What follows belongs to an exercise in optimizing a design on an open flow for small area; a production flow would make more cautious choices.
At most, simulation tests tie the RTL to the original design; equivalence was not proved.
Power and IR drop assume default switching activity. No driver is modelled on the clock port, so clocking that relies on it looks cheaper here than on a real chip.

Setup of fjord:
==> flow/design.v (excerpt) <==
module pov_display_top (
    input  logic                  clk,
    input  logic                  rst_n,
    input  logic                  som_sclk,
    input  logic                  som_cs_n,
    input  logic                  som_mosi,
    output logic                  som_miso,
    output logic                  drv_sclk,
    output logic                  drv_lat,
    output logic                  drv_gclk,
    output logic [4-1:0] drv_sin,
    output logic [8-1:0]  col_sel
);
Size: about 1,300 cells after synthesis, roughly 660 flip-flops, ~21 I/O pins, ~23,000 sq um of cells after synthesis.
clock: 5.0 ns
lec_check: 0
cap_margin: 20
core_margin: 2
core_utilization: 40
place_density: 0.75
slew_margin: 20
synth_hierarchical: 1
standard.sh (not shown) runs the stock make flow with config.mk's settings and CLKGATE_MAP_FILE= SYNTH_SCRIPT=/design/flow/synth_recipe.tcl, a recipe that flattens the netlist after the stock synthesis.
==> flow/flow/run.sh <==
#!/bin/bash
# Layout flow: the standard flow (standard.sh) with two settings changed:
# - clock tree synthesis adds no dummy loads for balancing and clusters up to
#   28 flip-flops within 80 um per leaf buffer
# - port buffers are the plain buf_1 instead of a delay buffer
export CTS_ARGS="-sink_clustering_enable -repair_clock_nets -dont_use_dummy_load -sink_clustering_size 28 -sink_clustering_max_diameter 80"
export BUFFER_PORTS_ARGS="-buffer_cell sky130_fd_sc_hd__buf_1"
bash standard.sh > standard.log 2>&1
Having completed the whole flow, fjord delivered a layout that passed the timing, DRC and antenna checks.
Inputs modified between fjord and garnet:
- swapping 20 for 0 in SLEW_MARGIN
- swapping 20 for 0 in CAP_MARGIN
- clearing PLACE_DENSITY, which used to be 0.75
- putting GPL_TIMING_DRIVEN at 0 where nothing was set
## What came out
- Comparing the two runs side by side, garnet comes out behind fjord on register-to-register path setup slack.
- garnet vs fjord, initial antenna violation count went up by 2.
- garnet ended with more non-clock buffer count than fjord.
- The met1 layer usage reported by global route of garnet exceeds that of fjord by 2.2 points.
- garnet reports a higher cell area reported after detailed placement than fjord does.
- Reported for fjord and garnet, maximum number of buffers from clock root to sink turned out identical to the last digit.
- Lower share of total power in the clock network goes to fjord over garnet.
- Compared with fjord, garnet shows a lower count of input and output buffers.
### garnet -> onyx
- swapping 0 for 20 in SLEW_MARGIN
- swapping 0 for 20 in CAP_MARGIN
- clearing GPL_TIMING_DRIVEN, which used to be 0
--- a/flow/flow/run.sh
+++ b/flow/flow/run.sh
@@ -6 +6 @@
-export CTS_ARGS="-sink_clustering_enable -repair_clock_nets -dont_use_dummy_load -sink_clustering_size 28 -sink_clustering_max_diameter 80"
+export CTS_ARGS="-sink_clustering_enable -repair_clock_nets -dont_use_dummy_load -sink_clustering_size 28 -sink_clustering_max_diameter 80 -buf_list \"sky130_fd_sc_hd__clkbuf_8 sky130_fd_sc_hd__clkbuf_16\""
### Flow results
The run with more routed wire is onyx, not garnet.
Delta (onyx minus garnet): area fraction of clock buffers and clock inverters level; met2 usage in global routing moved up.
Relative to garnet, the standard cell area after detailed placement measured on onyx has decreased slightly.
| global-route usage | onyx vs garnet | 0.64 points higher |
In the tables for onyx and garnet, met3 track demand over resource reads lower with garnet.
Diff onyx..garnet | core area | unchanged
garnet -> onyx: fraction of final layout cells sized beyond drive strength 1 flat
[inputs] violet vs onyx
- setting PLACE_DENSITY to 0.85 for the first time
--- a/flow/flow/run.sh
+++ b/flow/flow/run.sh
@@ -6 +6 @@
-export CTS_ARGS="-sink_clustering_enable -repair_clock_nets -dont_use_dummy_load -sink_clustering_size 28 -sink_clustering_max_diameter 80 -buf_list \"sky130_fd_sc_hd__clkbuf_8 sky130_fd_sc_hd__clkbuf_16\""
+export CTS_ARGS="-sink_clustering_enable -repair_clock_nets -dont_use_dummy_load -sink_clustering_size 28 -sink_clustering_max_diameter 80"
==> comparison <==
Compared with onyx, routed wire length in violet decreased by a few percent. Relative to onyx, met3 layer wire length in the routed design has gone up in violet. Looking at final standard cell area without fillers, violet sits about 0.5% lower than onyx does. The run showing the smaller non-clock buffer count is violet. Mean routed wirelength per cell (violet vs. onyx) decreases by a few percent. Against onyx, violet comes in 1.1% lower on leakage power. Between violet and onyx, area added between synthesis and finish is lower for violet, onyx comes in above that.

* * *

Setup of job 4051:
pov_display_top, a different RTL version from the one above (not shown whole).
Size: roughly 1,300 cells after synthesis.
export LEC_CHECK = 0
export CAP_MARGIN = 20
export CORE_MARGIN = 2
export CORE_UTILIZATION = 60
export CTS_CLUSTER_DIAMETER = 80
export CTS_CLUSTER_SIZE = 28
export PLACE_DENSITY = 0.7
export SLEW_MARGIN = 20
export SYNTH_HIERARCHICAL = 1
create_clock -name core_clock -period 5.0 [get_ports {clk}]
run.sh (not shown) runs the stock make flow with config.mk's settings and CLKGATE_MAP_FILE= SYNTH_SCRIPT=/design/flow/synth_recipe.tcl, a recipe that flattens the netlist after the stock synthesis.
Stock flow here: none of the scripts above is used.
Looking at the reports, job 4051 completed the entire flow and the layout it produced met the timing, DRC and antenna checks.
What job 165 does differently from job 4051 at the input level:
- clearing CTS_CLUSTER_SIZE, which used to be 28
- clearing CTS_CLUSTER_DIAMETER, which used to be 80
- clearing PLACE_DENSITY, which used to be 0.7
- swapping 60 for 40 in CORE_UTILIZATION
==> flow/flow/run.sh (new file) <==
#!/bin/bash
# Layout flow: the standard flow, with clock tree synthesis told not to
# add dummy loads for balancing and to cluster up to 28 sinks per buffer
export CTS_ARGS="-sink_clustering_enable -repair_clock_nets -dont_use_dummy_load -sink_clustering_size 28 -sink_clustering_max_diameter 80"
bash standard.sh > standard.log 2>&1
==> flow/standard.sh (new file) <==
#!/bin/bash
# synth_recipe.tcl (not shown) runs the flow's synth.tcl, then flattens the netlist and writes it again
# the make line also repeats each setting of config.mk as NAME=value (left out here)
make -C /OpenROAD-flow-scripts/flow DESIGN_CONFIG=/design/flow/config.mk WORK_HOME=/design/flow/orfs CLKGATE_MAP_FILE= SYNTH_SCRIPT=/design/flow/synth_recipe.tcl "${@:-finish}"
removed: flow/run.sh
### Flow results
- Job 165 finished every step from synthesis to the final layout, and the layout passed the timing, DRC and antenna checks.
- Job 165 improves on job 4051 in power.
- In job 165, the global-route wire length before repair came out 2.2% above the value in job 4051.
- Period utilization: job 165 lower than job 4051
- Going from job 4051 to job 165, final routed wire length divided by cell count shrinks by about 9%.
- Global routing usage summed across all routing layers in job 165 vs job 4051: down 8.5 points
- Taking job 4051 as the reference, in job 165 routability congestion estimate saw a decrease, length of routed wiring on met1 saw an increase, critical path depth saw little to no change.
- The lower worst voltage drop across the vdd grid came out of job 4051.
- | core utilization | job 165 vs job 4051 | 22 points lower |
No functional check of the RTL was part of any run of this note.

* * *

pov_display_top with an RTL version that a note above also has.
For scale: roughly 1300 cells after synthesis, ~660 flip-flops, about 21 I/O pins, roughly 23000 um^2 of cells after synthesis.
Design pov_display_top, start of the top module:
module pov_display_top (
    input  logic                  clk,
    input  logic                  rst_n,
    input  logic                  som_sclk,
    input  logic                  som_cs_n,
    input  logic                  som_mosi,
    output logic                  som_miso,
    output logic                  drv_sclk,
    output logic                  drv_lat,
    output logic                  drv_gclk,
    output logic [4-1:0] drv_sin,
    output logic [8-1:0]  col_sel
);
clock: 5.0 ns
lec_check: 0
cap_margin: 20
core_margin: 2
core_utilization: 40
slew_margin: 20
synth_hierarchical: 1
standard.sh (not shown) runs the stock make flow with config.mk's settings and CLKGATE_MAP_FILE= SYNTH_SCRIPT=/design/flow/synth_recipe.tcl, a recipe that flattens the netlist after the stock synthesis.
==> flow/flow/run.sh <==
#!/bin/bash
# Layout flow: the standard flow (standard.sh) with two settings changed:
# - clock tree synthesis adds no dummy loads for balancing and clusters up to
#   32 flip-flops within 80 um per leaf buffer
# - port buffers are the plain buf_1 instead of a delay buffer
export CTS_ARGS="-sink_clustering_enable -repair_clock_nets -dont_use_dummy_load -sink_clustering_size 32 -sink_clustering_max_diameter 80"
export BUFFER_PORTS_ARGS="-buffer_cell sky130_fd_sc_hd__buf_1"
bash standard.sh > standard.log 2>&1
The starting point ran to the end with no violations.
Edit:
==> flow/flow/run.sh (replaced) <==
#!/bin/bash
# Layout flow: the standard flow (standard.sh) with two settings changed:
# - clock tree synthesis adds no dummy loads for balancing and clusters up to
#   28 flip-flops within 80 um per leaf buffer
# - port buffers are the plain buf_1 instead of a delay buffer
export CTS_ARGS="-sink_clustering_enable -repair_clock_nets -dont_use_dummy_load -sink_clustering_size 28 -sink_clustering_max_diameter 80"
export BUFFER_PORTS_ARGS="-buffer_cell sky130_fd_sc_hd__buf_1"
bash standard.sh > standard.log 2>&1
Outcome: The changed run ran to the end with no violations; worst hold slack barely changes; cell area barely changes; worst setup slack is worse by 0.012 ns; register-to-register slack is about the same; routed wire length hardly moves; synthesized area does not change; total power went up by 1.1%; utilization is about the same.

* * *

## job 101
Starting RTL as in the previous note.
Settings: LEC_CHECK=0, CAP_MARGIN=20, CORE_MARGIN=2, CORE_UTILIZATION=40, PLACE_DENSITY=0.92, SLEW_MARGIN=20, SYNTH_HIERARCHICAL=1; clock period 5.0 ns.
==> flow/flow/run.sh <==
#!/bin/bash
# Layout flow: the standard flow (standard.sh) with two settings changed:
# - clock tree synthesis adds no dummy loads for balancing and clusters up to
#   28 flip-flops within 80 um per leaf buffer
# - port buffers are the plain buf_1 instead of a delay buffer
export CTS_ARGS="-sink_clustering_enable -repair_clock_nets -dont_use_dummy_load -sink_clustering_size 28 -sink_clustering_max_diameter 80"
export BUFFER_PORTS_ARGS="-buffer_cell sky130_fd_sc_hd__buf_1"
bash standard.sh > standard.log 2>&1
Job 101 finished every stage; the final checks, however, were not passed, the failures being setup timing.
--- input diff job 101..job 104 ---
Settings: PLACE_DENSITY: 0.92 -> 0.85.
==> flow/flow/run.sh <==
#!/bin/bash
# Layout flow: the standard flow (standard.sh) with two settings changed:
# - clock tree synthesis adds no dummy loads for balancing and clusters up to
#   30 flip-flops within 80 um per leaf buffer
# - port buffers are the plain buf_1 instead of a delay buffer
export CTS_ARGS="-sink_clustering_enable -repair_clock_nets -dont_use_dummy_load -sink_clustering_size 30 -sink_clustering_max_diameter 80"
export BUFFER_PORTS_ARGS="-buffer_cell sky130_fd_sc_hd__buf_1"
bash standard.sh > standard.log 2>&1
Findings:
- Job 104 went all the way through the flow, and no timing, DRC or antenna check failed.
- Finished, but not clean: job 101, with setup timing.
- Going from job 101 to job 104, first-pass detailed-route iteration total shrank by 1; remaining number of nets flagged by the antenna check after routing held steady; signed area change from the synthesized netlist to the final layout shrank by 0.46 points.
- Job 104 — power 1.2% lower, job 101 as reference
- The overall die width was comparable across job 104 and job 101.
- Comparing job 104 and job 101, the lower smallest hold slack is on job 101.
- Taking job 101 as the reference point, the part of the total power dissipated in the clock network of job 104 falls by 0.9 points.
- More vias were needed by job 101 than by job 104.

afterwards: timing with drivers on the ports:
No port has a modelled driver above. Below, the same layouts with a new extraction and two added sets of constraints. Step 1: set_driving_cell puts a clkbuf_16 on clk and a buf_2 on each other input, an assumption about the parent block. Step 2 also shifts input and output timing later by t, the mid clock arrival at the registers, as if the neighbouring blocks saw the same clock. Three values: ideal ports, drivers, drivers and shift; two values: the first two.
| run | t (ns) | setup WS [ns] | latest minus earliest clock arrival (ns) | worst register clock-pin slew, ns |
|---|---|---|---|---|
| fjord | 0.623 | 0.264 / 0.210 / 0.833 | 0.044 / 0.044 | 0.11 / 0.11 |
| garnet | 0.635 | 0.171 / 0.115 / 0.750 | 0.038 / 0.037 | 0.11 / 0.11 |
| onyx | 0.643 | 0.165 / 0.111 / 0.753 | 0.048 / 0.047 | 0.11 / 0.11 |
| violet | 0.629 | 0.241 / 0.190 / 0.819 | 0.051 / 0.051 | 0.11 / 0.11 |
| job 4051 | 0.629 | 0.040 / -0.014 / 0.615 | 0.025 / 0.024 | 0.11 / 0.11 |
| job 165 | 0.638 | 0.201 / 0.140 / 0.778 | 0.099 / 0.098 | 0.11 / 0.11 |
| the first run of note 3 | 0.632 | 0.177 / 0.122 / 0.754 | 0.066 / 0.066 | 0.12 / 0.12 |
| the second run of note 3 | 0.643 | 0.165 / 0.111 / 0.753 | 0.048 / 0.047 | 0.11 / 0.11 |
| job 101 | 0.627 | -0.070 / -0.122 / 0.506 | 0.067 / 0.067 | 0.11 / 0.11 |
| job 104 | 0.627 | 0.196 / 0.146 / 0.772 | 0.037 / 0.037 | 0.11 / 0.11 |
